This is an optimization exercise on Yosys and OpenROAD, whose aim is small area, not a production implementation.
Function was checked by simulation only, so behaviour that the tests miss may differ from the original.
Power figures rest on the tool's default switching activity, not on a simulated workload.

**flow/design.v**
```verilog
`default_nettype none
module mat_vec_loader #(
  parameter int DATA_WIDTH = 8,
  parameter int ADDR_WIDTH = 32
) (
  input  logic                      clk,
  input  logic                      rst,
  input  logic                      start,
  input  logic [ADDR_WIDTH-1:0]     base_addr,
  output logic                      busy,
  output logic                      done,
  output logic [24*DATA_WIDTH-1:0]  result,           
  output logic [ADDR_WIDTH-1:0]     mem_address,
  output logic                      mem_read,
  input  logic                      mem_waitrequest,
  input  logic [8*DATA_WIDTH-1:0]   mem_readdata,
  input  logic                      mem_readdatavalid,
  output logic                      mvm_clr,
  output logic                      mvm_a_wren,
  output logic [8*DATA_WIDTH-1:0]   mvm_a_fifo_in,    
  output logic                      mvm_b_wren,
  output logic [DATA_WIDTH-1:0]     mvm_b_fifo_in,
  input  logic                      mvm_done,
  input  logic [24*DATA_WIDTH-1:0]  mvm_out           
);
  localparam int WORD_W = 8 * DATA_WIDTH;
  localparam int RES_W  = 3 * DATA_WIDTH;
  typedef enum logic [2:0] {
    S_IDLE      = 3'd0,
    S_REQ       = 3'd1,
    S_WAIT      = 3'd2,
    S_PUSH      = 3'd3,
    S_WAIT_DONE = 3'd4,
    S_CAPTURE   = 3'd5
  } state_t;
  state_t                  state_q, state_d;
  logic [3:0]              k_q, k_d;            
  logic [2:0]              j_q, j_d;            
  logic [ADDR_WIDTH-1:0]   base_q, base_d;
  logic                    done_prev_q, done_prev_d;
  logic [WORD_W-1:0]       rows_q [7:0];
  logic [WORD_W-1:0]       rows_d [7:0];
  logic [WORD_W-1:0]       bvec_q, bvec_d;
  logic [RES_W-1:0]        result_q [7:0];
  logic [RES_W-1:0]        result_d [7:0];
  logic                    busy_q, busy_d;
  logic                    done_q, done_d;
  logic                    mem_read_q, mem_read_d;
  logic [ADDR_WIDTH-1:0]   mem_address_q, mem_address_d;
  logic                    mvm_clr_q, mvm_clr_d;
  logic                    a_wren_q, a_wren_d;
  logic                    b_wren_q, b_wren_d;
  logic [DATA_WIDTH-1:0]   a_fifo_q [7:0];
  logic [DATA_WIDTH-1:0]   a_fifo_d [7:0];
  logic [DATA_WIDTH-1:0]   b_fifo_q, b_fifo_d;
  logic [2:0]              col;
  logic [WORD_W-1:0]       bsrc;
  logic                    push_load;
  logic [ADDR_WIDTH-1:0]   next_addr;
  assign next_addr = base_q + {{(ADDR_WIDTH-4){1'b0}}, k_q + 4'd1};
  always_comb begin
    state_d       = state_q;
    k_d           = k_q;
    j_d           = j_q;
    base_d        = base_q;
    done_prev_d   = done_prev_q;
    bvec_d        = bvec_q;
    for (int i = 0; i < 8; i++) begin
      rows_d[i]   = rows_q[i];
      result_d[i] = result_q[i];
    end
    busy_d        = busy_q;
    done_d        = 1'b0;
    mem_read_d    = 1'b0;
    mem_address_d = '0;
    mvm_clr_d     = 1'b0;
    a_wren_d      = 1'b0;
    b_wren_d      = 1'b0;
    b_fifo_d      = '0;
    for (int i = 0; i < 8; i++) begin
      a_fifo_d[i] = '0;
    end
    col       = 3'd0;
    bsrc      = bvec_q;
    push_load = 1'b0;
    case (state_q)
      S_IDLE: begin
        if (start) begin
          base_d        = base_addr;
          k_d           = 4'd0;
          done_prev_d   = mvm_done;
          busy_d        = 1'b1;
          mvm_clr_d     = 1'b1;
          mem_read_d    = 1'b1;
          mem_address_d = base_addr;
          state_d       = S_REQ;
        end
      end
      S_REQ: begin
        if (mem_waitrequest) begin
          mem_read_d    = 1'b1;
          mem_address_d = mem_address_q;
        end else begin
          state_d = S_WAIT;
        end
      end
      S_WAIT: begin
        if (mem_readdatavalid) begin
          if (k_q == 4'd8) begin
            bvec_d    = mem_readdata;
            bsrc      = mem_readdata;
            j_d       = 3'd0;
            col       = 3'd0;
            push_load = 1'b1;
            state_d   = S_PUSH;
          end else begin
            rows_d[k_q[2:0]] = mem_readdata;
            k_d              = k_q + 4'd1;
            mem_read_d       = 1'b1;
            mem_address_d    = next_addr;
            state_d          = S_REQ;
          end
        end
      end
      S_PUSH: begin
        if (j_q == 3'd7) begin
          state_d = S_WAIT_DONE;
        end else begin
          j_d       = j_q + 3'd1;
          col       = j_q + 3'd1;
          push_load = 1'b1;
        end
      end
      S_WAIT_DONE: begin
        done_prev_d = mvm_done;
        if (mvm_done && !done_prev_q) begin
          for (int i = 0; i < 8; i++) begin
            result_d[i] = mvm_out[i*RES_W +: RES_W];
          end
          done_d   = 1'b1;
          busy_d   = 1'b0;
          state_d  = S_CAPTURE;
        end
      end
      S_CAPTURE: begin
        state_d = S_IDLE;
      end
      default: begin
        state_d = S_IDLE;
      end
    endcase
    if (push_load) begin
      a_wren_d = 1'b1;
      b_wren_d = 1'b1;
      b_fifo_d = bsrc[int'(col)*DATA_WIDTH +: DATA_WIDTH];
      for (int i = 0; i < 8; i++) begin
        a_fifo_d[i] = rows_d[i][int'(col)*DATA_WIDTH +: DATA_WIDTH];
      end
    end
  end
  always_ff @(posedge clk) begin
    if (rst) begin
      state_q       <= S_IDLE;
      k_q           <= '0;
      j_q           <= '0;
      base_q        <= '0;
      done_prev_q   <= 1'b0;
      bvec_q        <= '0;
      busy_q        <= 1'b0;
      done_q        <= 1'b0;
      mem_read_q    <= 1'b0;
      mem_address_q <= '0;
      mvm_clr_q     <= 1'b0;
      a_wren_q      <= 1'b0;
      b_wren_q      <= 1'b0;
      b_fifo_q      <= '0;
      for (int i = 0; i < 8; i++) begin
        rows_q[i]   <= '0;
        result_q[i] <= '0;
        a_fifo_q[i] <= '0;
      end
    end else begin
      state_q       <= state_d;
      k_q           <= k_d;
      j_q           <= j_d;
      base_q        <= base_d;
      done_prev_q   <= done_prev_d;
      bvec_q        <= bvec_d;
      busy_q        <= busy_d;
      done_q        <= done_d;
      mem_read_q    <= mem_read_d;
      mem_address_q <= mem_address_d;
      mvm_clr_q     <= mvm_clr_d;
      a_wren_q      <= a_wren_d;
      b_wren_q      <= b_wren_d;
      b_fifo_q      <= b_fifo_d;
      for (int i = 0; i < 8; i++) begin
        rows_q[i]   <= rows_d[i];
        result_q[i] <= result_d[i];
        a_fifo_q[i] <= a_fifo_d[i];
      end
    end
  end
  assign busy          = busy_q;
  assign done          = done_q;
  assign mem_address   = mem_address_q;
  assign mem_read      = mem_read_q;
  assign mvm_clr       = mvm_clr_q;
  assign mvm_a_wren    = a_wren_q;
  assign mvm_b_wren    = b_wren_q;
  assign mvm_b_fifo_in = b_fifo_q;
  for (genvar g = 0; g < 8; g++) begin : g_flat
    assign result[g*RES_W +: RES_W]             = result_q[g];
    assign mvm_a_fifo_in[g*DATA_WIDTH +: DATA_WIDTH] = a_fifo_q[g];
  end
endmodule
`default_nettype wire
```
**flow/run.sh**
```bash
#!/bin/bash
# synth_recipe.tcl (not shown) runs the flow's synth.tcl, then flattens the netlist and writes it again
# the make line also repeats each setting of config.mk as NAME=value (left out here)
make -C /OpenROAD-flow-scripts/flow DESIGN_CONFIG=/design/flow/config.mk WORK_HOME=/design/flow/orfs CLKGATE_MAP_FILE= SYNTH_SCRIPT=/design/flow/synth_recipe.tcl finish
```
**flow/config.mk**
```make
export PLATFORM = sky130hd
export DESIGN_NAME = mat_vec_loader
export DESIGN_NICKNAME = mat_vec_loader
export VERILOG_FILES = /design/flow/design.v
export SDC_FILE = /design/flow/constraint.sdc
export NUM_CORES = 4
export LEC_CHECK = 0
export CAP_MARGIN = 20
export CORE_MARGIN = 2
export CORE_UTILIZATION = 40
export SLEW_MARGIN = 20
```
**flow/constraint.sdc**
```tcl
create_clock -name core_clock -period 5.0 [get_ports {clk}]
set_input_delay 1.0000 -clock core_clock [delete_from_list [all_inputs] [get_ports {clk}]]
set_output_delay 1.0000 -clock core_clock [all_outputs]
set_load 0.01 [all_outputs]
```
==> results.env, run 1 <==
GRT_PASS1_WL_UM=253000
PLACE_HPWL_UM=124000
NUMBER_OF_FLOPS_MAPPED_TO_ENABLE_CELLS_BY_YOSYS=0
FINALWIRELENGTH_UM=180000
MAX_CLK_RATE_GHz=0.251
ROUTE.VIAS.TOTAL=38000
FP-ROW-COUNT=113
COMBINATIONALPOWERSHARE_PCT=8.5
R2R_CELLS=7
SYNTH_TOP_CELL_AREA_SHARE_PCT=48.0
CELL_AREA_POWER_DENSITY_mW_PER_MM2=342
SYNTH_FP_NETS=5185
FIN_WORST_SKEW_NS=0.0233
CHIPHEIGHT_UM=314
P_SWITCHING_mW=4.24
CLKSINKCOUNT=920
SYNTH_AREA_LEADERS='sky130_fd_sc_hd__dfxtp_1 (48%), sky130_fd_sc_hd__nand2_1 (14%), sky130_fd_sc_hd__a21oi_1 (11%)'
VIAS_IN_THE_FIRST_GLOBAL_ROUTE=34800
DOMINANTREGCELLSYNTH='sky130_fd_sc_hd__dfxtp_1'
REGISTER_AREA_MM2=0.0184
CRITICAL_PATH_CLASS='reg -> reg'
PLACE.GP.CONGESTION=1.00
SLEW-LIMIT-HEADROOM_PCT=18.1
NUMPORTBUFFERS=595
PRECTSSETUPSLACK_NS=0.837
CELLINTERNALPOWER_mW=12.5
CLOCK_POWER_SHARE_PCT=46.7
WORST_PIN_SLEW_NS=1.22
ROUTE.DETAILED.DRC=0
WL_PER_CELL_UM=27.2
CRITICAL_PATH.STARTPOINT_TYPE='flip-flop'
INITIAL_CORE_UTIL_PCT=40.4
SYNTH.CELL_AREA_MM2=0.0384
DETAIL_ROUTE.VIAS_PER_CELL=5.74
CLKLATENCYLATEPIN_NS=0.69
YS_ASYNC_SR_FRACTION_PCT=0
CTS.REPAIR_TIMING.SETUP_BUFFER_COUNT=0
POSTSYNTHCELLCOUNT=4877
TIMING.FINAL.WS_SETUP_NS=1.02
WORST_EP_ARRIVAL_TIME_NS=4.61
YOSYS_REGISTER_BITS=920
MAX_CAP_VIOLATIONS=0
CTS_ROOT_BUF='sky130_fd_sc_hd__clkbuf_16'
SYNTH-SEQ-AREA-SHARE_PCT=48.0
POWER.SHARE.SEQUENTIAL_PCT=44.8
STATIC-LEAKAGE-POWER_nW=17.0
DIEWIDTH_UM=314
WORSTPATHREQUIRED_NS=5.63
POST-ROUTE-PERIOD-UTIL_PCT=79.6
GRT_MAX_DEGREE=157
DIE_AREA_MM2=0.0984
SYNTH_CELL_COUNT_LEADERS='sky130_fd_sc_hd__nand2_1 (1,468), sky130_fd_sc_hd__dfxtp_1 (920), sky130_fd_sc_hd__a21oi_1 (808)'
COREAREA_MM2=0.0950
GLOBAL_ROUTE.USAGE.TOTAL_PCT=35.2
POST_DP_CELL_AREA_MM2=0.0454
DRIVE_GT1_SHARE_PCT=7.15
MULTI_INPUT_AREA_MM2=0.0181
FLOORPLAN.IO_PINS=596
GLOBALROUTEOVERFLOWTOTAL=0
POST-ROUTE-MIN-PERIOD_NS=3.98
WHS_PATH_DEPTH=2
NUMBER_OF_ANTENNA_VIOLATIONS_AT_THE_FIRST_CHECK_IN_GLOBAL_ROUTING=24
SYNTHESIS.AREA_PER_INSTANCE_UM2=7.86
POST_CTS_HOLD_BUFFER_COUNT=0
FINALINSTANCEAREA_MM2=0.0488
LAYOUT-AREA-OVERHEAD-VS-SYNTH_PCT=27.3
FINALHOLDVIOLATIONS=0
POST_CTS.RESIZED_INSTANCES=0
NNETSFINAL=5564
TRITONCTS='built'
TNS_NS=0
IR_WORST_VDD_uV=267
FINISH_STAGE_SETUP_VIOLS=0
SYNTH.DISTINCT_CELLS=94
FILLER_CELL_COUNT=9283
ANT_NETS=0
FINAL_MAX_SLEW_VIOL_COUNT=0
CLK_TRANSITION_REPORTED_PATHS_NS=0.06
SYNTH_WARN=7
DESIGN_POWER_TOTAL_mW=16.7
SWITCHING_SHARE_PCT=25.4
CTSLONGESTPATHBUFFERS=3
DRT-INITIAL-DRC-COUNT=4841
STATUS='finished clean'
YOSYS.AREA.TOP_TYPE='sky130_fd_sc_hd__dfxtp_1'
CTS_MAX_LEVEL=3
MIN_PATH_TYPE='reg -> reg'
YOSYSMOSTFREQUENTCELL='sky130_fd_sc_hd__nand2_1'
FIRST_PASS_ITERS=6
TIMING.CRITICAL_PATH.FANOUT_MAX=23
TRITONCTS.NUM_BUFFERS=101
GRT_SETUP_UNREPAIRED='no'
END_KIND='flip-flop'
-- state kept, by name, summed over array words and instances, names as in the netlist, 3 cells and up --
register and cells:
mem_address_q 32, base_q 32, rows_q 512, j_q 3, b_fifo_q 8, bvec_q 64
result_q 192, k_q 4, state_q 3, a_fifo_q 64
-- cell families after synthesis --
group / after synthesis / synth area share, %
muxes: 123 / 3.46
and+or+nand+nor: 2061 / 22.7
DFF: 920 / 48.0
AOI/OAI and AO/OA: 1252 / 19.5
xor gates and xnor gates: 25 / 0.571
adders and majority gates: 14 / 0.476
buffers and inverters: 482 / 5.34
-- through the flow --
stage,instances,hold WS [ns],utilization (%)
floorplan,4877,0.429,-
global placement,6418,0.437,47.7
detailed placement,6418,0.442,47.7
CTS,6604,0.451,51.4
global route,6607,0.463,51.4
finish,6617,0.448,51.4
-- cell type report --
type                    instances  share of cell area [%]
clock inverters                38                    1.02
multi-input cells            3475                    37.0
repair buffers                748                    14.9
diodes                         13                  0.0666
inverters                      10                  0.0769
flip-flops and latches        920                    37.7
clock buffers                 148                    6.03
well taps                    1265                    3.24
-- power groups by stage --
stage	Clock, mW	Combinational (mW)	Sequential [mW]
finish	7.79	1.42	7.49
global placement	0	1.38	7.65
global route	8.16	1.46	7.50
detailed placement	0	1.38	7.65
CTS	7.86	1.39	7.49
floorplan	0	0.624	7.63
-- worst max-delay path, cell delays in order, from the launching register on --
cell	delay [ns]
sky130_fd_sc_hd__dfxtp_1	0.63
sky130_fd_sc_hd__ha_1	0.23
sky130_fd_sc_hd__ha_1	0.39
sky130_fd_sc_hd__or3b_1	0.82
sky130_fd_sc_hd__or3_2	0.87
sky130_fd_sc_hd__a211oi_1	0.11
sky130_fd_sc_hd__a2111oi_0	0.61
sky130_fd_sc_hd__and3_1	0.24
-- final timing paths --
| kind | startpoint | to | slack (ns) |
|---|---|---|---|
| max | j_q[0]$_SDFFE_PP0P_ | a_fifo_q[1][3]$_SDFF_PP0_ | 1.02 |
| min | rows_q[1][26]$_SDFF_PP0_ | rows_q[1][26]$_SDFF_PP0_ | 0.45 |
| max reg2reg | j_q[0]$_SDFFE_PP0P_ | a_fifo_q[1][3]$_SDFF_PP0_ | 1.02 |
| min reg2reg | rows_q[1][26]$_SDFF_PP0_ | rows_q[1][26]$_SDFF_PP0_ | 0.45 |
-- per-layer routing --
metal	vias to the layer above	GRT usage (%)	share of wire [%]
met5	-	0	0.064
met1	18100	44.9	39
met2	1934	51.7	43
met3	427	11.3	11
li1	17500	-	-
met4	18	20.9	6.8
-- cells in the final DEF (no fill, tap or decap), types with 25 or more instances in the layout --
cell type,Yosys,final
sky130_fd_sc_hd__nand4_1,43,43
sky130_fd_sc_hd__nand2_1,1468,1466
sky130_fd_sc_hd__nand3_1,118,116
sky130_fd_sc_hd__o21ai_0,59,57
sky130_fd_sc_hd__buf_4,19,140
sky130_fd_sc_hd__a22oi_1,34,34
sky130_fd_sc_hd__nor2_1,204,202
sky130_fd_sc_hd__a211oi_1,99,99
sky130_fd_sc_hd__nor3_1,33,32
sky130_fd_sc_hd__clkbuf_1,327,25
sky130_fd_sc_hd__mux2i_1,101,101
sky130_fd_sc_hd__and3_1,106,103
sky130_fd_sc_hd__a31oi_1,38,38
sky130_fd_sc_hd__a21oi_1,808,808
sky130_fd_sc_hd__dfxtp_1,920,920
sky130_fd_sc_hd__clkdlybuf4s50_1,0,593
sky130_fd_sc_hd__clkbuf_16,0,103
==> inputs of run 2 (changes only) <==
==> flow/design.v (replaced) <==
`default_nettype none
module mat_vec_loader #(
  parameter int DATA_WIDTH = 8,
  parameter int ADDR_WIDTH = 32
) (
  input  logic                      clk,
  input  logic                      rst,
  input  logic                      start,
  input  logic [ADDR_WIDTH-1:0]     base_addr,
  output logic                      busy,
  output logic                      done,
  output logic [24*DATA_WIDTH-1:0]  result,           
  output logic [ADDR_WIDTH-1:0]     mem_address,
  output logic                      mem_read,
  input  logic                      mem_waitrequest,
  input  logic [8*DATA_WIDTH-1:0]   mem_readdata,
  input  logic                      mem_readdatavalid,
  output logic                      mvm_clr,
  output logic                      mvm_a_wren,
  output logic [8*DATA_WIDTH-1:0]   mvm_a_fifo_in,    
  output logic                      mvm_b_wren,
  output logic [DATA_WIDTH-1:0]     mvm_b_fifo_in,
  input  logic                      mvm_done,
  input  logic [24*DATA_WIDTH-1:0]  mvm_out           
);
  localparam int WORD_W = 8 * DATA_WIDTH;
  localparam int RES_W  = 3 * DATA_WIDTH;
  logic                  req_q, wait_q, push_q, wd_q, cap_q;
  logic                  clr_q;
  logic                  done_prev_q;
  logic [3:0]            cnt_q;               
  logic [ADDR_WIDTH-1:0] base_q;
  logic [WORD_W-1:0]     rows_q [7:0];
  logic [WORD_W-1:0]     bvec_q;
  logic [RES_W-1:0]      result_q [7:0];
  logic idle, accept, got, last, edge_seen, push_end;
  assign idle      = ~(req_q | wait_q | push_q | wd_q | cap_q);
  assign accept    = idle & start;
  assign got       = wait_q & mem_readdatavalid;
  assign last      = cnt_q[3];
  assign edge_seen = wd_q & mvm_done & ~done_prev_q;
  assign push_end  = push_q & (cnt_q[2:0] == 3'd7);
  always_ff @(posedge clk) begin
    if (rst) begin
      req_q  <= 1'b0;
      wait_q <= 1'b0;
      push_q <= 1'b0;
      wd_q   <= 1'b0;
      cap_q  <= 1'b0;
      clr_q  <= 1'b0;
    end else begin
      req_q  <= accept | (got & ~last) | (req_q & mem_waitrequest);
      wait_q <= (req_q & ~mem_waitrequest) | (wait_q & ~mem_readdatavalid);
      push_q <= (got & last) | (push_q & ~push_end);
      wd_q   <= push_end | (wd_q & ~edge_seen);
      cap_q  <= edge_seen;
      clr_q  <= accept;
    end
  end
  always_ff @(posedge clk) begin
    if (accept) begin
      base_q <= base_addr;
    end
    if (accept | wd_q) begin
      done_prev_q <= mvm_done;
    end
    if (accept | (got & last)) begin
      cnt_q <= 4'd0;
    end else if (got | push_q) begin
      cnt_q <= cnt_q + 4'd1;
    end
    for (int r = 0; r < 8; r++) begin
      if (got & ~last & (cnt_q[2:0] == 3'(r))) begin
        rows_q[r] <= mem_readdata;
      end
    end
    if (got & last) begin
      bvec_q <= mem_readdata;
    end
  end
  always_ff @(posedge clk) begin
    for (int i = 0; i < 8; i++) begin
      if (rst) begin
        result_q[i] <= '0;
      end else if (edge_seen) begin
        result_q[i] <= mvm_out[i*RES_W +: RES_W];
      end
    end
  end
  logic [ADDR_WIDTH-1:0] addr;
  logic [ADDR_WIDTH:0]   carry;
  always_comb begin
    carry[0] = 1'b0;
    for (int b = 0; b < ADDR_WIDTH; b++) begin
      if (b < 4) begin
        addr[b]    = base_q[b] ^ cnt_q[b] ^ carry[b];
        carry[b+1] = (base_q[b] & cnt_q[b]) | (carry[b] & (base_q[b] ^ cnt_q[b]));
      end else begin
        addr[b]    = base_q[b] ^ carry[b];
        carry[b+1] = base_q[b] & carry[b];
      end
    end
  end
  logic [7:0] sel;
  always_comb begin
    for (int n = 0; n < 8; n++) begin
      sel[n] = push_q & (cnt_q[2:0] == 3'(n));
    end
  end
  always_comb begin
    mvm_b_fifo_in = '0;
    mvm_a_fifo_in = '0;
    for (int n = 0; n < 8; n++) begin
      mvm_b_fifo_in = mvm_b_fifo_in | (bvec_q[n*DATA_WIDTH +: DATA_WIDTH] & {DATA_WIDTH{sel[n]}});
      for (int i = 0; i < 8; i++) begin
        mvm_a_fifo_in[i*DATA_WIDTH +: DATA_WIDTH] = mvm_a_fifo_in[i*DATA_WIDTH +: DATA_WIDTH] |
          (rows_q[i][n*DATA_WIDTH +: DATA_WIDTH] & {DATA_WIDTH{sel[n]}});
      end
    end
  end
  assign busy        = req_q | wait_q | push_q | wd_q;
  assign done        = cap_q;
  assign mem_read    = req_q;
  assign mem_address = addr & {ADDR_WIDTH{req_q}};
  assign mvm_clr     = clr_q;
  assign mvm_a_wren  = push_q;
  assign mvm_b_wren  = push_q;
  for (genvar g = 0; g < 8; g++) begin : g_flat
    assign result[g*RES_W +: RES_W] = result_q[g];
  end
endmodule
`default_nettype wire
==> results.env, run 2 <==
TIMING.CRITICAL_PATH.FANOUT_MAX=1  # -96%
COREAREA_MM2=0.0742  # -22%
FINAL_CORE_UTIL_PCT=54.0  # +2.6 points
WORST_EP_ARRIVAL_TIME_NS=6.58  # +1.97 ns
DOMINANTREGCELLSYNTH='sky130_fd_sc_hd__edfxtp_1'
MET2_WIRE_LENGTH_UM=49900  # -35%
MIN_PATH_TYPE='reg -> reg'
FP-ROW-COUNT=100  # -12%
FINALHOLDVIOLATIONS=0  # unchanged
WORST_PIN_SLEW_NS=1.01  # -0.214 ns
TRITONCTS='built'
MAX_CAP_VIOLATIONS=0  # unchanged
IR_WORST_VDD_uV=258  # -3.4%
MAXUSEDROUTINGLAYER='met5'
YOSYS_REGISTER_BITS=811  # -12%
GLOBALROUTEOVERFLOWTOTAL=0  # unchanged
TIMING.FINAL.WS_SETUP_NS=-2.58  # -3.60 ns
CRITICAL_PATH.STARTPOINT_TYPE='flip-flop'
SYNTH-SEQ-AREA-SHARE_PCT=74.7  # +27 points
NUMBER_OF_FLOPS_MAPPED_TO_ENABLE_CELLS_BY_YOSYS=609  # +609
POST_DP_CELL_AREA_MM2=0.0375  # -17%
ROUTE.DETAILED.DRC=0  # unchanged
GRT_PASS1_WL_UM=140000  # -45%
CHIPHEIGHT_UM=277  # -12%
DESIGN_POWER_TOTAL_mW=13.9  # -17%
LARGEST_REGISTER_FF_COUNT=512  # unchanged
NUMBER_OF_ANTENNA_VIOLATIONS_AT_THE_FIRST_CHECK_IN_GLOBAL_ROUTING=11  # -54%
CTS_ROOT_BUF='sky130_fd_sc_hd__clkbuf_16'
GRT_MAX_DEGREE=132  # -16%
FINAL_MAX_SLEW_VIOL_COUNT=0  # unchanged
SYNTH_TOP_CELL_AREA_SHARE_PCT=61.2  # +13 points
SYNTHESIS.AREA_PER_INSTANCE_UM2=14.1  # +79%
DETAIL_ROUTE.VIAS_PER_CELL=5.45  # -5.1%
PLACE.GP.CONGESTION=0.896  # -11%
FIN_WORST_SKEW_NS=0.0206  # -0.00266 ns
FIRST_PASS_ITERS=6  # unchanged
CTS.REPAIR_TIMING.SETUP_BUFFER_COUNT=0  # unchanged
STATUS='finished with violations'
INITIAL_CORE_UTIL_PCT=40.3  # -0.061 points
ANT_NETS=0  # unchanged
LAYOUT_COMMON_CELLS='sky130_fd_sc_hd__edfxtp_1 (609), sky130_fd_sc_hd__clkdlybuf4s50_1 (573), sky130_fd_sc_hd__nand2_1 (414)'
DPL.CELL_COUNT=3572  # -44%
LAYOUT-AREA-OVERHEAD-VS-SYNTH_PCT=34.0
WHS_NS=0.454  # +0.00572 ns
SYNTH_AREA_LEADERS='sky130_fd_sc_hd__edfxtp_1 (61%), sky130_fd_sc_hd__dfxtp_1 (14%), sky130_fd_sc_hd__nand2_1 (5.2%)'
FIN_CELLS=3727  # -44%
M1WIRELENGTH_UM=36800  # -48%
PATH_COMMON_CELL='sky130_fd_sc_hd__ha_4'
DRIVE_GT1_SHARE_PCT=9.93  # +2.8 points
PLACE_HPWL_UM=66700  # -46%
CLKSINKCOUNT=811  # -12%
MAX_CLK_RATE_GHz=0.132  # -48%
DRT-INITIAL-DRC-COUNT=1821  # -62%
STATIC-LEAKAGE-POWER_nW=13.0  # -23%
YOSYS.AREA.TOP_TYPE='sky130_fd_sc_hd__edfxtp_1'
YOSYSMOSTFREQUENTCELL='sky130_fd_sc_hd__edfxtp_1'
SYNTH_CELL_COUNT_LEADERS='sky130_fd_sc_hd__edfxtp_1 (609), sky130_fd_sc_hd__nand2_1 (414), sky130_fd_sc_hd__a21oi_1 (217)'
NUMPORTBUFFERS=595  # unchanged
WORSTPATHREQUIRED_NS=4.00  # -1.63 ns
SLOWEST_DELAY_NS=0.36  # -0.51 ns
POST-ROUTE-PERIOD-UTIL_PCT=152  # +72 points
SYNTH_FP_NETS=2450  # -53%
SLEW-LIMIT-HEADROOM_PCT=32.7  # +15 points
POST-ROUTE-MIN-PERIOD_NS=7.58  # +3.60 ns
DIE_AREA_MM2=0.0770  # -22%
CLK_TRANSITION_REPORTED_PATHS_NS=0.06  # about the same
NUM_ANTENNA_CELLS=0  # -13
TRITONCTS.NUM_BUFFERS=87  # -14%
LARGEST-REGISTER='rows_q'
WL_PER_CELL_UM=26.2  # -4.0%
FILLER_CELL_COUNT=6133  # -34%
DR_WL_MET3_UM=7090  # -65%
FAILED_LAYOUT_CHECKS='negative setup slack'
NNETSFINAL=3023  # -46%
GLOBAL_ROUTE.USAGE.TOTAL_PCT=24.7  # -11 points
FINALINSTANCEAREA_MM2=0.0401  # -18%
SYNTH.CELL_AREA_MM2=0.0299  # -22%
GRT_SETUP_UNREPAIRED='yes'
PRECTSSETUPSLACK_NS=-2.48  # -3.31 ns
SYNTH_WARN=3  # -4
FLOORPLAN.IO_PINS=596  # unchanged
TNS_NS=-24.04  # -24.04 ns
VIAS_IN_THE_FIRST_GLOBAL_ROUTE=20100  # -42%
CTSLONGESTPATHBUFFERS=3  # unchanged
POST_CTS_HOLD_BUFFER_COUNT=0  # unchanged
CLKLATENCYLATEPIN_NS=0.63  # -0.06 ns
CP_SLOWEST_CELL='sky130_fd_sc_hd__edfxtp_1'
CELL_AREA_POWER_DENSITY_mW_PER_MM2=346  # +1.2%
CTS_MAX_LEVEL=3  # unchanged
YS_ASYNC_SR_FRACTION_PCT=0  # unchanged
LARGEST_REGISTERS='rows_q: 512 flops, result_q: 192 flops, bvec_q: 64 flops'
CRITICAL_PATH_CLASS='reg -> out'
SYNTH.DISTINCT_CELLS=41  # -56%
DIEWIDTH_UM=277  # -12%
FINISH_STAGE_SETUP_VIOLS=18  # +18
ROUTE.VIAS.TOTAL=20300  # -47%
LAYOUT_COMMONEST_CELL='sky130_fd_sc_hd__edfxtp_1'
POSTSYNTHCELLCOUNT=2119  # -57%
END_KIND='output port'
FINALWIRELENGTH_UM=97500  # -46%
-- run 2: cell types whose count changed after synthesis, moves of 199 or more --
cell                       before  now
sky130_fd_sc_hd__nand2_1     1468  414
sky130_fd_sc_hd__edfxtp_1       0  609
sky130_fd_sc_hd__a21oi_1      808  217
sky130_fd_sc_hd__clkbuf_1     327  114
sky130_fd_sc_hd__dfxtp_1      920  202
sky130_fd_sc_hd__nor2_1       204    5
-- run 2: cell families (layout without fill, tap and decap cells) --
family	after synthesis	in the layout	synth area share (%)
adder cells (fa/ha/maj)	37	37	1.62
AND/OR/NAND/NOR	476	476	6.53
multiplexers	17	17	0.640
XOR/XNOR	1	1	0.0293
flip-flops	811	811	74.7
AO/OA/AOI/OAI	609	609	14.2
buffers and inverters	168	807	2.27
-- run 2: metal layers --
metal	track usage, %	vias to the layer above
met2	43.4	847
met5	0	-
met1	29.3	10100
li1	-	9185
met3	6.06	156
met4	8.81	16
-- run 2: critical path, delay by kind of cell, from the launching register on --
| family | cells | cell delay, ns |
|---|---|---|
| DFF | 1 | 0.36 |
| xor gates and xnor gates | 1 | 0.15 |
| buffers and inverters | 3 | 0.20 |
| adders and majority gates | 31 | 5.04 |
| and+or+nand+nor | 1 | 0.16 |
-- run 2: worst paths after layout --
path | to | from | slack, ns | cells past startpoint
worst max-delay path | mem_address[31] | base_q[0]$_DFFE_PP_ | -2.58 | 36
worst min-delay path | result_q[5][13]$_SDFFE_PP0P_ | result_q[5][13]$_SDFFE_PP0P_ | 0.45 | 2
worst max register to register | rows_q[4][29]$_DFFE_PP_ | cnt_q[0]$_SDFFE_PP0P_ | 1.98 | 7
worst min register to register | result_q[5][13]$_SDFFE_PP0P_ | result_q[5][13]$_SDFFE_PP0P_ | 0.45 | 2
-- run 2: what timing repair did --
item,CTS,global route
pin swaps,5,0
setup endpoints to repair,22,20
gates resized for setup,91,2
-- run 2: cell type report --
class                   instances  area [um2]  share of cell area (%)
flip-flops and latches        811       22300                    55.7
multi-input cells            1140        7340                    18.3
well taps                     969        1210                    3.03
inverters                       8        30.0                  0.0749
clock inverters                39         260                   0.649
repair buffers                644        6540                    16.3
clock buffers                 116        2350                    5.86
-- run 2: power by group --
part	switching, mW	internal (mW)	leakage, nW
Clock	2.57	3.39	1.28
Sequential	0.0260	7.27	7.12
Combinational	0.293	0.317	4.64
==> inputs of run 3 (changes only) <==
--- a/flow/design.v
+++ b/flow/design.v
@@ -88,17 +88,24 @@
     end
   end
   logic [ADDR_WIDTH-1:0] addr;
-  logic [ADDR_WIDTH:0]   carry;
+  logic [4:0]            lo;
+  logic [ADDR_WIDTH-4:0] grp;                 
+  logic [ADDR_WIDTH-1:4] cy;
+  assign lo = {1'b0, base_q[3:0]} + {1'b0, cnt_q};
   always_comb begin
-    carry[0] = 1'b0;
-    for (int b = 0; b < ADDR_WIDTH; b++) begin
-      if (b < 4) begin
-        addr[b]    = base_q[b] ^ cnt_q[b] ^ carry[b];
-        carry[b+1] = (base_q[b] & cnt_q[b]) | (carry[b] & (base_q[b] ^ cnt_q[b]));
-      end else begin
-        addr[b]    = base_q[b] ^ carry[b];
-        carry[b+1] = base_q[b] & carry[b];
+    grp[0] = lo[4];
+    for (int g = 1; g <= (ADDR_WIDTH-4)/4; g++) begin
+      grp[g] = grp[g-1] & (&base_q[4*g +: 4]);
+    end
+    for (int b = 4; b < ADDR_WIDTH; b++) begin
+      cy[b] = grp[(b-4)/4];
+      for (int p = 4*((b-4)/4) + 4; p < b; p++) begin
+        cy[b] = cy[b] & base_q[p];
       end
+    end
+    addr[3:0] = lo[3:0];
+    for (int b = 4; b < ADDR_WIDTH; b++) begin
+      addr[b] = base_q[b] ^ cy[b];
     end
   end
   logic [7:0] sel;
==> flow/flow/run.sh (new file) <==
#!/bin/bash
# Standard ORFS layout (standard synthesis unchanged) with two changes:
#  - port buffers are the smallest buffer, sky130_fd_sc_hd__buf_1 (every port still buffered);
#  - clock tree built from clkbuf_8 with larger sink clusters and no dummy loads.
set -euo pipefail
export BUFFER_PORTS_ARGS="-buffer_cell sky130_fd_sc_hd__buf_1"
export CTS_ARGS="-sink_clustering_enable -repair_clock_nets -dont_use_dummy_load -buf_list sky130_fd_sc_hd__clkbuf_8 -sink_clustering_size 16 -sink_clustering_max_diameter 60"
bash standard.sh > standard_flow.log 2>&1
==> flow/standard.sh (new file) <==
#!/bin/bash
# synth_recipe.tcl (not shown) runs the flow's synth.tcl, then flattens the netlist and writes it again
# the make line also repeats each setting of config.mk as NAME=value (left out here)
make -C /OpenROAD-flow-scripts/flow DESIGN_CONFIG=/design/flow/config.mk WORK_HOME=/design/flow/orfs CLKGATE_MAP_FILE= SYNTH_SCRIPT=/design/flow/synth_recipe.tcl "${@:-finish}"
--- a/flow/config.mk
+++ b/flow/config.mk
@@ -7,5 +7,5 @@
 export LEC_CHECK = 0
 export CAP_MARGIN = 20
 export CORE_MARGIN = 2
-export CORE_UTILIZATION = 40
+export CORE_UTILIZATION = 70
 export SLEW_MARGIN = 20
removed: flow/run.sh
==> results.env, run 3 <==
GRT_MAX_DEGREE=95  # -28%
CLK_TRANSITION_REPORTED_PATHS_NS=0.09  # +0.03 ns
POST_CTS_HOLD_BUFFER_COUNT=0  # unchanged
END_KIND='output port'
CTS_MAX_LEVEL=2  # -1
CP_CELL_SEQUENCE='ha_1 > nor2b_1 > o22ai_1 > nor4_1 > ha_1 > ha_1 > ha_1 > xor2_1 > and2_1 > buf_1'
FIRST_PASS_ITERS=9  # +3
GLOBAL_ROUTE.USAGE.TOTAL_PCT=44.2  # +20 points
MAX_CLK_RATE_GHz=0.207  # +57%
DPL.CELL_COUNT=3056  # -14%
PLACE_HPWL_UM=68400  # +2.5%
SYNTH_TOP_CELL_AREA_SHARE_PCT=62.6  # +1.4 points
CTS.REPAIR_TIMING.SETUP_BUFFER_COUNT=0  # unchanged
GRT_SETUP_UNREPAIRED='no'
IR_WORST_VDD_uV=312  # +21%
SYNTH.CELL_AREA_MM2=0.0292  # -2.2%
WORSTPATHREQUIRED_NS=4.00  # about the same
DRT-INITIAL-DRC-COUNT=4474  # +150%
CHIPHEIGHT_UM=208  # -25%
CRITICAL_PATH.STARTPOINT_TYPE='flip-flop'
WORST_EP_ARRIVAL_TIME_NS=3.82  # -2.76 ns
LAYOUT_COMMON_CELLS='sky130_fd_sc_hd__edfxtp_1 (609), sky130_fd_sc_hd__buf_1 (594), sky130_fd_sc_hd__nand2_1 (396)'
YS_ASYNC_SR_FRACTION_PCT=0  # unchanged
POST_CTS.RESIZED_INSTANCES=0  # -100%
INITIAL_CORE_UTIL_PCT=71.3  # +31 points
DIE_AREA_MM2=0.0434  # -44%
POST-ROUTE-MIN-PERIOD_NS=4.82  # -2.76 ns
GRT_PASS1_WL_UM=137000  # -1.9%
GLOBALROUTEOVERFLOWTOTAL=0  # unchanged
NUMBER_OF_FLOPS_MAPPED_TO_ENABLE_CELLS_BY_YOSYS=609  # unchanged
SYNTH.DISTINCT_CELLS=42  # +2.4%
FP-ROW-COUNT=74  # -26%
LARGEST-REGISTER='rows_q'
FINAL_MAX_SLEW_VIOL_COUNT=0  # unchanged
TRITONCTS='built'
PATH_COMMON_CELL='sky130_fd_sc_hd__ha_1'
NUMBER_OF_ANTENNA_VIOLATIONS_AT_THE_FIRST_CHECK_IN_GLOBAL_ROUTING=19  # +8
VIAS_IN_THE_FIRST_GLOBAL_ROUTE=19800  # -1.3%
LAYOUT-AREA-OVERHEAD-VS-SYNTH_PCT=12.4
TRITONCTS.NUM_BUFFERS=58  # -33%
FINALWIRELENGTH_UM=97600  # +0.12%
LAYOUT_COMMONEST_CELL='sky130_fd_sc_hd__edfxtp_1'
TNS_NS=0  # +24.04 ns
SETUP.WORST_PATH.START='cnt_q[2]$_SDFFE_PP0P_'
SYNTH_CELL_COUNT_LEADERS='sky130_fd_sc_hd__edfxtp_1 (609), sky130_fd_sc_hd__nand2_1 (396), sky130_fd_sc_hd__dfxtp_1 (202)'
POST-ROUTE-PERIOD-UTIL_PCT=96.4  # -55 points
SYNTH_WARN=3  # unchanged
FLOORPLAN.IO_PINS=596  # unchanged
CTS_ROOT_BUF='sky130_fd_sc_hd__clkbuf_8'
PLACE.GP.CONGESTION=1.06  # +19%
CRIT-REG2REG-LAUNCH='cnt_q[1]$_SDFFE_PP0P_'
POSTSYNTHCELLCOUNT=2033  # -4.1%
CRITICAL_PATH_CLASS='reg -> out'
LARGEST_REGISTER_FF_COUNT=512  # unchanged
FINISH_STAGE_SETUP_VIOLS=0  # -18
ROUTE.VIAS.TOTAL=21700  # +6.7%
SLOWEST_DELAY_NS=0.74  # +0.38 ns
DRIVE_GT1_SHARE_PCT=4.96  # -5.0 points
NUMPORTBUFFERS=595  # unchanged
ROUTE.DETAILED.DRC=0  # unchanged
NNETSFINAL=2911  # -3.7%
CLKLATENCYLATEPIN_NS=0.72  # +0.09 ns
CLKSINKCOUNT=811  # unchanged
DOMINANTREGCELLSYNTH='sky130_fd_sc_hd__edfxtp_1'
CP_SLOWEST_CELL='sky130_fd_sc_hd__dfxtp_2'
SYNTHESIS.AREA_PER_INSTANCE_UM2=14.4  # +1.9%
SYNTH_AREA_LEADERS='sky130_fd_sc_hd__edfxtp_1 (63%), sky130_fd_sc_hd__dfxtp_1 (14%), sky130_fd_sc_hd__nand2_1 (5.1%)'
WORST_PIN_SLEW_NS=1.12  # +0.108 ns
STATUS='finished clean'
CTSLONGESTPATHBUFFERS=3  # unchanged
FIN_WORST_SKEW_NS=0.0678  # +0.0472 ns
SYNTH-SEQ-AREA-SHARE_PCT=76.4  # +1.7 points
FINALHOLDVIOLATIONS=0  # unchanged
TIMING.FINAL.WS_SETUP_NS=0.178  # +2.76 ns
STATIC-LEAKAGE-POWER_nW=10.3  # -21%
LARGEST_REGISTERS='rows_q: 512 flops, result_q: 192 flops, bvec_q: 64 flops'
FIN_CELLS=3133  # -16%
DIEWIDTH_UM=208  # -25%
DETAIL_ROUTE.VIAS_PER_CELL=6.91  # +27%
ANT_NETS=0  # unchanged
TIMING.CRITICAL_PATH.FANOUT_MAX=33  # +32
WHS_NS=0.457  # +0.00312 ns
WL_PER_CELL_UM=31.2  # +19%
CELL_AREA_POWER_DENSITY_mW_PER_MM2=322  # -7.1%
MIN_FROM='result_q[3][12]$_SDFFE_PP0P_'
PRECTSSETUPSLACK_NS=0.975  # +3.45 ns
MAX_CAP_VIOLATIONS=0  # unchanged
YOSYS.AREA.TOP_TYPE='sky130_fd_sc_hd__edfxtp_1'
YOSYS_REGISTER_BITS=811  # unchanged
YOSYSMOSTFREQUENTCELL='sky130_fd_sc_hd__edfxtp_1'
SLEW-LIMIT-HEADROOM_PCT=25.3  # -7.4 points
MIN_PATH_TYPE='reg -> reg'
COREAREA_MM2=0.0410  # -45%
SYNTH_FP_NETS=2359  # -3.7%
-- run 3: area by class of cell --
type                       instances  area [um2]
tap                              532         666
antenna                           18        45.0
fill                            2280        8170
sequential                       811       22300
multi-input combinational       1067        6310
timing repair buffer             640        2660
inverter                           7        26.3
clock buffer                      58         798
-- run 3: through the flow --
stage	area, um2	total power [mW]	utilization [%]
after floorplan	29200	7.51	-
after global placement	32000	7.71	78.0
after detailed placement	32000	7.72	78.0
after CTS	32800	10.5	79.9
after global routing	32800	10.8	80.0
final	32800	10.6	80.1
-- run 3: cell families (layout without fill, tap and decap cells) --
family	count (synthesis)	count (layout)	share of synthesized area, %
flip-flops	811	811	76.4
AND/OR/NAND/NOR	603	603	9.73
AO/OA/AOI/OAI	424	424	10.1
buffers and inverters	155	705	2.12
adder cells (fa/ha/maj)	32	32	1.40
XOR/XNOR	7	7	0.210
multiplexers	1	1	0.0342
other	0	18	0
-- run 3: final timing paths --
check,depth (start not counted),end,slack (ns)
max,10,mem_address[23],0.18
min,2,result_q[3][12]$_SDFFE_PP0P_,0.46
max reg2reg,5,rows_q[4][46]$_DFFE_PP_,2.17
min reg2reg,2,result_q[3][12]$_SDFFE_PP0P_,0.46
-- run 3: critical path, delay by kind of cell (launching register included) --
family	cells	cell delay (ns)
buffers and inverters	1	0.12
and+or+nand+nor	3	0.49
AOI/OAI and AO/OA	1	0.69
adders and majority gates	4	0.99
DFF	1	0.74
xor gates and xnor gates	1	0.15
-- run 3: routing by layer --
metal  wire (um)  up-vias  global-route usage (%)
met5          46        -                       0
met4        4660        8                    18.2
met3       15600      278                    14.3
met2       43400     2112                    64.6
met1       33900    10400                    62.3
li1            -     8825                       -
-- run 3: where the power goes --
part           leakage, nW  switching [mW]  total, mW  internal (mW)
clock                0.417            1.95       2.99           1.03
combinational         2.81           0.215      0.300         0.0851
sequential            7.12          0.0251       7.28           7.25
==> inputs of run 4 (changes only) <==
--- a/flow/design.v
+++ b/flow/design.v
@@ -25,73 +25,82 @@
 );
   localparam int WORD_W = 8 * DATA_WIDTH;
   localparam int RES_W  = 3 * DATA_WIDTH;
-  logic                  req_q, wait_q, push_q, wd_q, cap_q;
+  logic                  req_q, wait_q, wd_q, cap_q;
+  logic [7:0]            sel_q;
   logic                  clr_q;
   logic                  done_prev_q;
-  logic [3:0]            cnt_q;               
+  logic [3:0]            k_q;                 
   logic [ADDR_WIDTH-1:0] base_q;
   logic [WORD_W-1:0]     rows_q [7:0];
   logic [WORD_W-1:0]     bvec_q;
   logic [RES_W-1:0]      result_q [7:0];
-  logic idle, accept, got, last, edge_seen, push_end;
-  assign idle      = ~(req_q | wait_q | push_q | wd_q | cap_q);
+  logic push, idle, accept, got, last, edge_seen;
+  assign push      = |sel_q;
+  assign idle      = ~(req_q | wait_q | push | wd_q | cap_q);
   assign accept    = idle & start;
   assign got       = wait_q & mem_readdatavalid;
-  assign last      = cnt_q[3];
+  assign last      = k_q[3];
   assign edge_seen = wd_q & mvm_done & ~done_prev_q;
-  assign push_end  = push_q & (cnt_q[2:0] == 3'd7);
   always_ff @(posedge clk) begin
     if (rst) begin
       req_q  <= 1'b0;
       wait_q <= 1'b0;
-      push_q <= 1'b0;
+      sel_q  <= '0;
       wd_q   <= 1'b0;
       cap_q  <= 1'b0;
       clr_q  <= 1'b0;
     end else begin
       req_q  <= accept | (got & ~last) | (req_q & mem_waitrequest);
       wait_q <= (req_q & ~mem_waitrequest) | (wait_q & ~mem_readdatavalid);
-      push_q <= (got & last) | (push_q & ~push_end);
-      wd_q   <= push_end | (wd_q & ~edge_seen);
+      sel_q  <= {sel_q[6:0], got & last};
+      wd_q   <= sel_q[7] | (wd_q & ~edge_seen);
       cap_q  <= edge_seen;
       clr_q  <= accept;
     end
   end
+  logic base_ld, base_hold;
+  assign base_ld   = accept & ~rst;
+  assign base_hold = ~accept & ~rst;
   always_ff @(posedge clk) begin
-    if (accept) begin
-      base_q <= base_addr;
-    end
+    base_q <= (base_addr & {ADDR_WIDTH{base_ld}}) | (base_q & {ADDR_WIDTH{base_hold}});
     if (accept | wd_q) begin
       done_prev_q <= mvm_done;
     end
-    if (accept | (got & last)) begin
-      cnt_q <= 4'd0;
-    end else if (got | push_q) begin
-      cnt_q <= cnt_q + 4'd1;
-    end
-    for (int r = 0; r < 8; r++) begin
-      if (got & ~last & (cnt_q[2:0] == 3'(r))) begin
-        rows_q[r] <= mem_readdata;
-      end
-    end
-    if (got & last) begin
-      bvec_q <= mem_readdata;
+    if (accept) begin
+      k_q <= 4'd0;
+    end else if (got) begin
+      k_q <= k_q + 4'd1;
     end
   end
+  logic [8:0] wr_ld, wr_hold;
+  always_comb begin
+    for (int r = 0; r < 8; r++) begin
+      wr_ld[r] = got & ~last & (k_q[2:0] == 3'(r)) & ~rst;
+      wr_hold[r] = ~(got & ~last & (k_q[2:0] == 3'(r))) & ~rst;
+    end
+    wr_ld[8]   = got & last & ~rst;
+    wr_hold[8] = ~(got & last) & ~rst;
+  end
+  always_ff @(posedge clk) begin
+    for (int r = 0; r < 8; r++) begin
+      rows_q[r] <= (mem_readdata & {WORD_W{wr_ld[r]}}) | (rows_q[r] & {WORD_W{wr_hold[r]}});
+    end
+    bvec_q <= (mem_readdata & {WORD_W{wr_ld[8]}}) | (bvec_q & {WORD_W{wr_hold[8]}});
+  end
+  logic res_ld, res_hold;
+  assign res_ld   = edge_seen & ~rst;
+  assign res_hold = ~edge_seen & ~rst;
   always_ff @(posedge clk) begin
     for (int i = 0; i < 8; i++) begin
-      if (rst) begin
-        result_q[i] <= '0;
-      end else if (edge_seen) begin
-        result_q[i] <= mvm_out[i*RES_W +: RES_W];
-      end
+      result_q[i] <= (mvm_out[i*RES_W +: RES_W] & {RES_W{res_ld}}) |
+                     (result_q[i] & {RES_W{res_hold}});
     end
   end
   logic [ADDR_WIDTH-1:0] addr;
   logic [4:0]            lo;
   logic [ADDR_WIDTH-4:0] grp;                 
   logic [ADDR_WIDTH-1:4] cy;
-  assign lo = {1'b0, base_q[3:0]} + {1'b0, cnt_q};
+  assign lo = {1'b0, base_q[3:0]} + {1'b0, k_q};
   always_comb begin
     grp[0] = lo[4];
     for (int g = 1; g <= (ADDR_WIDTH-4)/4; g++) begin
@@ -109,11 +118,7 @@
     end
   end
   logic [7:0] sel;
-  always_comb begin
-    for (int n = 0; n < 8; n++) begin
-      sel[n] = push_q & (cnt_q[2:0] == 3'(n));
-    end
-  end
+  assign sel = sel_q;
   always_comb begin
     mvm_b_fifo_in = '0;
     mvm_a_fifo_in = '0;
@@ -125,13 +130,13 @@
       end
     end
   end
-  assign busy        = req_q | wait_q | push_q | wd_q;
+  assign busy        = req_q | wait_q | push | wd_q;
   assign done        = cap_q;
   assign mem_read    = req_q;
   assign mem_address = addr & {ADDR_WIDTH{req_q}};
   assign mvm_clr     = clr_q;
-  assign mvm_a_wren  = push_q;
-  assign mvm_b_wren  = push_q;
+  assign mvm_a_wren  = push;
+  assign mvm_b_wren  = push;
   for (genvar g = 0; g < 8; g++) begin : g_flat
     assign result[g*RES_W +: RES_W] = result_q[g];
   end
==> results.env, run 4 <==
STATUS='finished clean'
SYNTH_WARN=3  # unchanged
DOMINANTREGCELLSYNTH='sky130_fd_sc_hd__dfxtp_1'
POWER.SHARE.SEQUENTIAL_PCT=65.1  # -3.8 points
POST_CTS_HOLD_BUFFER_COUNT=0  # unchanged
CLOCK_POWER_SHARE_PCT=30.1  # +1.8 points
DRIVE_GT1_SHARE_PCT=4.76  # -0.20 points
POST-ROUTE-MIN-PERIOD_NS=4.67  # -0.153 ns
WHS_PATH_DEPTH=2  # unchanged
CHIPHEIGHT_UM=205  # -1.4%
NUMBER_OF_FLOPS_MAPPED_TO_ENABLE_CELLS_BY_YOSYS=1  # -99.8%
YOSYS.AREA.TOP_TYPE='sky130_fd_sc_hd__dfxtp_1'
PLACE.GP.CONGESTION=1.10  # +3.7%
SWITCHING_SHARE_PCT=24.0  # +3.2 points
GLOBALROUTEOVERFLOWTOTAL=0  # unchanged
NUMBER_OF_ANTENNA_VIOLATIONS_AT_THE_FIRST_CHECK_IN_GLOBAL_ROUTING=22  # +3
LARGEST_REGISTERS='rows_q: 512 flops, result_q: 192 flops, bvec_q: 64 flops'
LAYOUT_COMMONEST_CELL='sky130_fd_sc_hd__dfxtp_1'
MAX_CLK_RATE_GHz=0.214  # +3.3%
FIN_CELLS=3380  # +7.9%
CELLINTERNALPOWER_mW=7.69  # -8.2%
WORST_EP_ARRIVAL_TIME_NS=3.67  # -0.15 ns
GRT_PASS1_WL_UM=155000  # +13%
GRT_MAX_DEGREE=194  # +100%
STATIC-LEAKAGE-POWER_nW=11.8  # +14%
DIEWIDTH_UM=205  # -1.4%
VIAS_IN_THE_FIRST_GLOBAL_ROUTE=22700  # +15%
POST_DP_CELL_AREA_MM2=0.0307  # -3.9%
MIN_PATH_TYPE='in -> reg'
SYNTH_AREA_LEADERS='sky130_fd_sc_hd__dfxtp_1 (58%), sky130_fd_sc_hd__a22o_1 (25%), sky130_fd_sc_hd__a22oi_1 (7.6%)'
FINALINSTANCEAREA_MM2=0.0316  # -3.9%
DETAIL_ROUTE.VIAS_PER_CELL=7.39  # +7.0%
YOSYSMOSTFREQUENTCELL='sky130_fd_sc_hd__dfxtp_1'
CTSLONGESTPATHBUFFERS=3  # unchanged
FIRST_PASS_ITERS=8  # -1
MULTI_INPUT_AREA_MM2=0.0110  # +74%
LARGEST_REGISTER_FF_COUNT=512  # unchanged
TRITONCTS.NUM_BUFFERS=57  # -1.7%
NUMPORTBUFFERS=595  # unchanged
SLEW-LIMIT-HEADROOM_PCT=21.1  # -4.2 points
CRITICAL_PATH.STARTPOINT_TYPE='flip-flop'
SYNTH.CELL_AREA_MM2=0.0284  # -2.8%
CTS.REPAIR_TIMING.SETUP_BUFFER_COUNT=0  # unchanged
POSTSYNTHCELLCOUNT=2446  # +20%
GLOBAL_ROUTE.USAGE.TOTAL_PCT=50.5  # +6.3 points
POST-ROUTE-PERIOD-UTIL_PCT=93.4  # -3.1 points
CELL_AREA_POWER_DENSITY_mW_PER_MM2=320  # -0.40%
DPL.CELL_COUNT=3304  # +8.1%
SYNTHESIS.AREA_PER_INSTANCE_UM2=11.6  # -19%
DRT-INITIAL-DRC-COUNT=4033  # -9.9%
FIN_WORST_SKEW_NS=0.0705  # +0.00272 ns
TIMING.FINAL.WS_SETUP_NS=0.331  # +0.153 ns
TIMING.CRITICAL_PATH.FANOUT_MAX=7  # -79%
LARGEST-REGISTER='rows_q'
WORST_PIN_SLEW_NS=1.18  # +0.0663 ns
PLACE_HPWL_UM=74200  # +8.6%
REGISTER_AREA_MM2=0.0164  # -27%
CTS_ROOT_BUF='sky130_fd_sc_hd__clkbuf_8'
FLOORPLAN.IO_PINS=596  # unchanged
FINALHOLDVIOLATIONS=0  # unchanged
TRITONCTS='built'
YS_ASYNC_SR_FRACTION_PCT=0  # unchanged
FINISH_STAGE_SETUP_VIOLS=0  # unchanged
CLK_TRANSITION_REPORTED_PATHS_NS=0.10  # about the same
SYNTH_FP_NETS=2772  # +18%
FINAL_CORE_UTIL_PCT=79.1  # -1.0 points
PRECTSSETUPSLACK_NS=1.08  # +0.107 ns
POST_CTS.RESIZED_INSTANCES=0  # unchanged
LAYOUT-AREA-OVERHEAD-VS-SYNTH_PCT=11.0
TNS_NS=0  # unchanged
WHS_NS=0.449  # -0.00759 ns
SYNTH-SEQ-AREA-SHARE_PCT=57.7  # -19 points
SYNTH_CELL_COUNT_LEADERS='sky130_fd_sc_hd__dfxtp_1 (817), sky130_fd_sc_hd__a22o_1 (800), sky130_fd_sc_hd__a22oi_1 (288)'
ROUTE.VIAS.TOTAL=25000  # +15%
SYNTH.DISTINCT_CELLS=44  # +4.8%
CLKLATENCYLATEPIN_NS=0.75  # +0.03 ns
CRITICAL_PATH_CLASS='reg -> out'
FINAL_MAX_SLEW_VIOL_COUNT=0  # unchanged
GRT_SETUP_UNREPAIRED='no'
YOSYS_REGISTER_BITS=818  # +0.86%
ROUTE.DETAILED.DRC=0  # unchanged
CTS_MAX_LEVEL=2  # unchanged
CLKSINKCOUNT=818  # +0.86%
LAYOUT_COMMON_CELLS='sky130_fd_sc_hd__dfxtp_1 (809), sky130_fd_sc_hd__a22o_1 (800), sky130_fd_sc_hd__buf_1 (594)'
FILLER_CELL_COUNT=2653  # +16%
COREAREA_MM2=0.0399  # -2.7%
MAX_CAP_VIOLATIONS=0  # unchanged
FP-ROW-COUNT=73  # -1.4%
NNETSFINAL=3164  # +8.7%
WL_PER_CELL_UM=32.8  # +5.4%
DIE_AREA_MM2=0.0422  # -2.7%
IR_WORST_VDD_uV=310  # -0.69%
ANT_NETS=0  # unchanged
FINALWIRELENGTH_UM=111000  # +14%
P_SWITCHING_mW=2.43  # +11%
WORSTPATHREQUIRED_NS=4.00  # about the same
END_KIND='output port'
R2R_CELLS=3  # -2
INITIAL_CORE_UTIL_PCT=71.2  # -0.072 points
SYNTH_TOP_CELL_AREA_SHARE_PCT=57.6  # -5.0 points
COMBINATIONALPOWERSHARE_PCT=4.8  # +2.0 points
DESIGN_POWER_TOTAL_mW=10.1  # -4.3%
-- run 4: changes by cell type after synthesis, sizes merged, moves of 6 or more --
cell    change
a22o      +800
dfxtp     +615
edfxtp    -608
nand2     -391
a22oi     +211
a21oi     -185
clkbuf     +93
a222oi     -87
nand3      -66
nand4      +64
buf        +62
a221oi     -52
and4       -49
nor2b       +6
-- run 4: layer usage --
metal,vias to the layer above,wire (um),track usage [%]
met5,-,147,2.02
met4,8,11500,44.9
met3,456,16000,21.1
met2,2078,45500,69.2
met1,12100,37900,60.1
li1,10300,-,-
-- run 4: final timing paths --
check,start,endpoint,slack (ns)
worst max-delay path,k_q[0]$_SDFFE_PP0P_,mem_address[31],0.33
worst min-delay path,mvm_out[157],result_q[6][13]$_DFF_P_,0.45
worst max register to register,sel_q[6]$_SDFF_PP0_,done_prev_q$_DFFE_PP_,2.27
worst min register to register,result_q[0][22]$_DFF_P_,result_q[0][22]$_DFF_P_,0.48
-- run 4: logic make-up (layout without fill, tap and decap cells) --
logic type / count (synthesis) / after routing / synth area share [%]
AND/OR/NAND/NOR: 159 / 159 / 3.59
multiplexers: 1 / 1 / 0.0352
flip-flops: 818 / 818 / 57.7
AO/OA/AOI/OAI: 1117 / 1117 / 32.9
buffers and inverters: 311 / 701 / 4.16
XOR/XNOR: 8 / 8 / 0.247
other: 0 / 19 / 0
adder cells (fa/ha/maj): 32 / 32 / 1.44
-- run 4: cell type report --
class | instances | share of cell area (%)
clock buffer | 57 | 2.49
antenna | 19 | 0.151
timing repair buffer | 636 | 8.35
inverter | 8 | 0.0952
tap | 525 | 2.08
sequential | 818 | 52.0
multi-input combinational | 1317 | 34.9
-- run 4: worst max-delay path, cell delays in order (launching register included) --
cell and delay (ns):
sky130_fd_sc_hd__dfxtp_1 0.43, sky130_fd_sc_hd__ha_1 0.20, sky130_fd_sc_hd__inv_1 0.05, sky130_fd_sc_hd__fa_1 0.38
sky130_fd_sc_hd__nor2b_1 0.18, sky130_fd_sc_hd__o21ai_1 0.08, sky130_fd_sc_hd__buf_4 0.16, sky130_fd_sc_hd__a2111oi_0 0.54
sky130_fd_sc_hd__ha_1 0.26, sky130_fd_sc_hd__ha_1 0.14, sky130_fd_sc_hd__ha_1 0.15, sky130_fd_sc_hd__xor2_1 0.12
sky130_fd_sc_hd__and2_1 0.13, sky130_fd_sc_hd__buf_1 0.15
-- run 4: power groups by stage --
stage / Clock [mW] / Combinational (mW) / Sequential (mW)
4_1_cts: 2.99 / 0.458 / 6.58
3_3_place_gp: 0 / 0.440 / 6.73
2_1_floorplan: 0 / 0.227 / 6.72
5_1_grt: 3.23 / 0.493 / 6.59
3_5_place_dp: 0 / 0.456 / 6.73
6_report: 3.05 / 0.486 / 6.58
==> inputs of run 5 (changes only) <==
--- a/flow/config.mk
+++ b/flow/config.mk
@@ -7,5 +7,5 @@
 export LEC_CHECK = 0
 export CAP_MARGIN = 20
 export CORE_MARGIN = 2
-export CORE_UTILIZATION = 70
+export CORE_UTILIZATION = 80
 export SLEW_MARGIN = 20
==> results.env, run 5 <==
ROUTE.VIAS.TOTAL=26100  # +4.4%
FIRST_PASS_ITERS=12  # +4
SYNTHESIS.AREA_PER_INSTANCE_UM2=11.6  # unchanged
TNS_NS=0  # unchanged
DOMINANTREGCELLSYNTH='sky130_fd_sc_hd__dfxtp_1'
FILLER_CELL_COUNT=1655  # -38%
WORSTPATHREQUIRED_NS=4.00  # about the same
MAX_CAP_VIOLATIONS=0  # unchanged
FP-ROW-COUNT=69  # -5.5%
LAYOUT_COMMONEST_CELL='sky130_fd_sc_hd__dfxtp_1'
POST_CTS.RESIZED_INSTANCES=0  # unchanged
TRITONCTS.NUM_BUFFERS=57  # unchanged
WORST_EP_ARRIVAL_TIME_NS=3.64  # -0.03 ns
DESIGN_POWER_TOTAL_mW=10.1  # about the same
DRIVE_GT1_SHARE_PCT=4.63  # -0.13 points
CLOCK_POWER_SHARE_PCT=30.2  # about the same
SWITCHING_SHARE_PCT=24.1  # +0.090 points
COMBINATIONALPOWERSHARE_PCT=4.7  # about the same
WORST-R2R-SETUP-SLACK_NS=2.25  # -0.02 ns
CLK_TRANSITION_REPORTED_PATHS_NS=0.11  # about the same
CHIPHEIGHT_UM=192  # -6.3%
WL_PER_CELL_UM=35.2  # +7.1%
TIMING.FINAL.WS_SETUP_NS=0.355  # +0.0244 ns
PLACE.GP.CONGESTION=1.06  # -3.5%
SYNTH.DISTINCT_CELLS=44  # unchanged
SYNTH_WARN=3  # unchanged
FINAL_MAX_SLEW_VIOL_COUNT=0  # unchanged
CLKLATENCYLATEPIN_NS=0.74  # about the same
CTS_MAX_LEVEL=2  # unchanged
NUMBER_OF_FLOPS_MAPPED_TO_ENABLE_CELLS_BY_YOSYS=1  # unchanged
YOSYS.AREA.TOP_TYPE='sky130_fd_sc_hd__dfxtp_1'
CELLINTERNALPOWER_mW=7.68  # about the same
MIN_PATH_TYPE='in -> reg'
CTS.REPAIR_TIMING.SETUP_BUFFER_COUNT=0  # unchanged
POST_CTS_HOLD_BUFFER_COUNT=0  # unchanged
NNETSFINAL=3158  # -0.19%
STATUS='finished clean'
DIE_AREA_MM2=0.0370  # -12%
END_KIND='output port'
SYNTH_TOP_CELL_AREA_SHARE_PCT=57.6  # unchanged
YOSYS_REGISTER_BITS=818  # unchanged
LAYOUT_COMMON_CELLS='sky130_fd_sc_hd__dfxtp_1 (809), sky130_fd_sc_hd__a22o_1 (800), sky130_fd_sc_hd__buf_1 (592)'
CP_SLOWEST_CELL='sky130_fd_sc_hd__a2111oi_1'
SYNTH_CELL_COUNT_LEADERS='sky130_fd_sc_hd__dfxtp_1 (817), sky130_fd_sc_hd__a22o_1 (800), sky130_fd_sc_hd__a22oi_1 (288)'
FINISH_STAGE_SETUP_VIOLS=0  # unchanged
LARGEST-REGISTER='rows_q'
ANT_NETS=0  # unchanged
SLEW-LIMIT-HEADROOM_PCT=20.5  # -0.58 points
IR_WORST_VDD_uV=320  # +3.2%
COREAREA_MM2=0.0353  # -12%
P_SWITCHING_mW=2.44  # +0.42%
LAYOUT-AREA-OVERHEAD-VS-SYNTH_PCT=10.5
YS_ASYNC_SR_FRACTION_PCT=0  # unchanged
PRECTSSETUPSLACK_NS=1.12  # +0.0339 ns
FINALWIRELENGTH_UM=116000  # +4.9%
GLOBAL_ROUTE.USAGE.TOTAL_PCT=61.3  # +11 points
GRT_MAX_DEGREE=194  # unchanged
CRITICAL_PATH.STARTPOINT_TYPE='flip-flop'
MAX_CLK_RATE_GHz=0.215  # +0.53%
GRT_SETUP_UNREPAIRED='no'
DETAIL_ROUTE.VIAS_PER_CELL=7.89  # +6.7%
FIN_WORST_SKEW_NS=0.0472  # -0.0233 ns
FINALHOLDVIOLATIONS=0  # unchanged
CTS_ROOT_BUF='sky130_fd_sc_hd__clkbuf_8'
SYNTH_AREA_LEADERS='sky130_fd_sc_hd__dfxtp_1 (58%), sky130_fd_sc_hd__a22o_1 (25%), sky130_fd_sc_hd__a22oi_1 (7.6%)'
PATH_COMMON_CELL='sky130_fd_sc_hd__ha_1'
TIMING.CRITICAL_PATH.FANOUT_MAX=7  # unchanged
SYNTH-SEQ-AREA-SHARE_PCT=57.7  # unchanged
SLOWEST_DELAY_NS=0.49  # -0.05 ns
LARGEST_REGISTER_FF_COUNT=512  # unchanged
PLACE_HPWL_UM=74700  # +0.58%
REGISTER_AREA_MM2=0.0164  # unchanged
POWER.SHARE.SEQUENTIAL_PCT=65.1  # about the same
CELL_AREA_POWER_DENSITY_mW_PER_MM2=322  # +0.55%
CP_CELL_SEQUENCE='ha_1 > inv_1 > fa_1 > nor2b_1 > o21ai_1 > a2111oi_1 > ha_1 > ha_1 > ha_1 > xor2_1 > and2_1 > buf_1'
MULTI_INPUT_AREA_MM2=0.0110  # about the same
FLOORPLAN.IO_PINS=596  # unchanged
GLOBALROUTEOVERFLOWTOTAL=0  # unchanged
CRITICAL_PATH_CLASS='reg -> out'
DRT-INITIAL-DRC-COUNT=4703  # +17%
POST-ROUTE-MIN-PERIOD_NS=4.64  # -0.0244 ns
TRITONCTS='built'
YOSYSMOSTFREQUENTCELL='sky130_fd_sc_hd__dfxtp_1'
LARGEST_REGISTERS='rows_q: 512 flops, result_q: 192 flops, bvec_q: 64 flops'
FIN_CELLS=3308  # -2.1%
WHS_NS=0.458  # +0.00845 ns
SYNTH_FP_NETS=2772  # unchanged
NUMPORTBUFFERS=595  # unchanged
INITIAL_CORE_UTIL_PCT=80.5  # +9.3 points
POST-ROUTE-PERIOD-UTIL_PCT=92.9  # -0.49 points
DIEWIDTH_UM=192  # -6.3%
ROUTE.DETAILED.DRC=0  # unchanged
VIAS_IN_THE_FIRST_GLOBAL_ROUTE=23600  # +4.1%
CLKSINKCOUNT=818  # unchanged
NUMBER_OF_ANTENNA_VIOLATIONS_AT_THE_FIRST_CHECK_IN_GLOBAL_ROUTING=19  # -14%
DPL.CELL_COUNT=3234  # -2.1%
GRT_PASS1_WL_UM=163000  # +5.4%
STATIC-LEAKAGE-POWER_nW=11.7  # -0.29%
POSTSYNTHCELLCOUNT=2446  # unchanged
WORST_PIN_SLEW_NS=1.19  # +0.00875 ns
SYNTH.CELL_AREA_MM2=0.0284  # unchanged
CTSLONGESTPATHBUFFERS=3  # unchanged
==> run 5: cell counts after synthesis <==
No cell type changed its count.
==> run 5: worst paths after layout <==
kind,start,endpoint,depth (start not counted)
worst max-delay path,k_q[0]$_SDFFE_PP0P_,mem_address[31],12
worst min-delay path,mvm_out[146],result_q[6][2]$_DFF_P_,2
worst max register to register,sel_q[2]$_SDFF_PP0_,done_prev_q$_DFFE_PP_,3
worst min register to register,rows_q[5][12]$_DFF_P_,rows_q[5][12]$_DFF_P_,1
==> run 5: stage by stage <==
stage,area (um2),utilization (%)
final,31400,88.9
after global routing,31400,88.9
after CTS,31300,88.8
after detailed placement,30600,86.6
after global placement,30600,86.6
after floorplan,28400,-
==> run 5: cells by family after synthesis <==
kind of cell | Yosys count | synth area share, %
DFF | 818 | 57.7
AOI/OAI and AO/OA | 1117 | 32.9
muxes | 1 | 0.0352
and+or+nand+nor | 159 | 3.59
adders and majority gates | 32 | 1.44
buffers and inverters | 311 | 4.16
xor gates and xnor gates | 8 | 0.247
==> run 5: per-layer routing <==
layer	wire length [um]	share of wire (%)	GRT usage (%)	up-vias
li1	-	-	-	10300
met1	34200	29	65.8	12300
met2	45900	39	81.5	2628
met3	20100	17	34.8	855
met4	16000	14	62.4	14
met5	220	0.19	4.95	-
==> run 5: final cells by class <==
class                           instances  area share, %
Timing Repair Buffer                  630           8.16
Multi-Input combinational cell       1317           35.1
Clock buffer                           57           2.50
Sequential cell                       818           52.2
Tap cell                              461           1.84
Antenna cell                           17          0.135
Inverter                                8         0.0956
==> run 5: power groups by stage <==
stage | combinational, mW | clock, mW | sequential, mW
after CTS | 0.434 | 2.97 | 6.58
after floorplan | 0.227 | 0 | 6.72
after global routing | 0.484 | 3.20 | 6.59
after global placement | 0.415 | 0 | 6.73
after detailed placement | 0.431 | 0 | 6.73
final | 0.478 | 3.06 | 6.58
==> run 5: critical path, delay by kind of cell, from the launching register on <==
family	cells	cell delay (ns)
AOI/OAI and AO/OA	2	0.70
and+or+nand+nor	2	0.29
adders and majority gates	5	1.17
buffers and inverters	2	0.21
xor gates and xnor gates	1	0.13
DFF	1	0.44

## static timing again, ports no longer ideal
The flow's constraints put no driver on any port. The routed layouts listed below were extracted and timed again, unchanged, in two steps. Step 1 (the two cells are an assumption about what drives the block):
set clk [get_ports {clk}]
set_driving_cell -lib_cell sky130_fd_sc_hd__clkbuf_16 $clk
set_driving_cell -lib_cell sky130_fd_sc_hd__buf_2 [delete_from_list [all_inputs] $clk]
Step 2 also shifts input and output timing later by t, the mid clock arrival at the registers, as if the neighbouring blocks saw the same clock. Three values: no drivers, after step 1, after step 2; two values: the first two.
| run | shift t [ns] | setup WS [ns] | worst hold slack (ns) | worst setup path after step 2 | cell pins on the clock port's net |
|---|---|---|---|---|---|
| run 1 | 0.746 | 1.019 / 1.019 / 0.577 | 0.448 / 0.448 / 0.448 | input to register | 1 |
| run 2 | 0.685 | -2.584 / -2.649 / -1.963 | 0.454 / 0.454 / 0.454 | register to output | 1 |
| run 3 | 0.726 | 0.178 / 0.125 / 0.851 | 0.457 / 0.451 / 0.457 | register to output | 1 |
| run 4 | 0.772 | 0.331 / 0.274 / 1.045 | 0.449 / 0.415 / 0.485 | register to output | 1 |
| run 5 | 0.772 | 0.355 / 0.300 / 1.073 | 0.458 / 0.428 / 0.487 | register to output | 1 |
For run 1, which loses most, drivers alone change the setup slack by 0.000 ns; drivers and shift together by -0.442 ns.
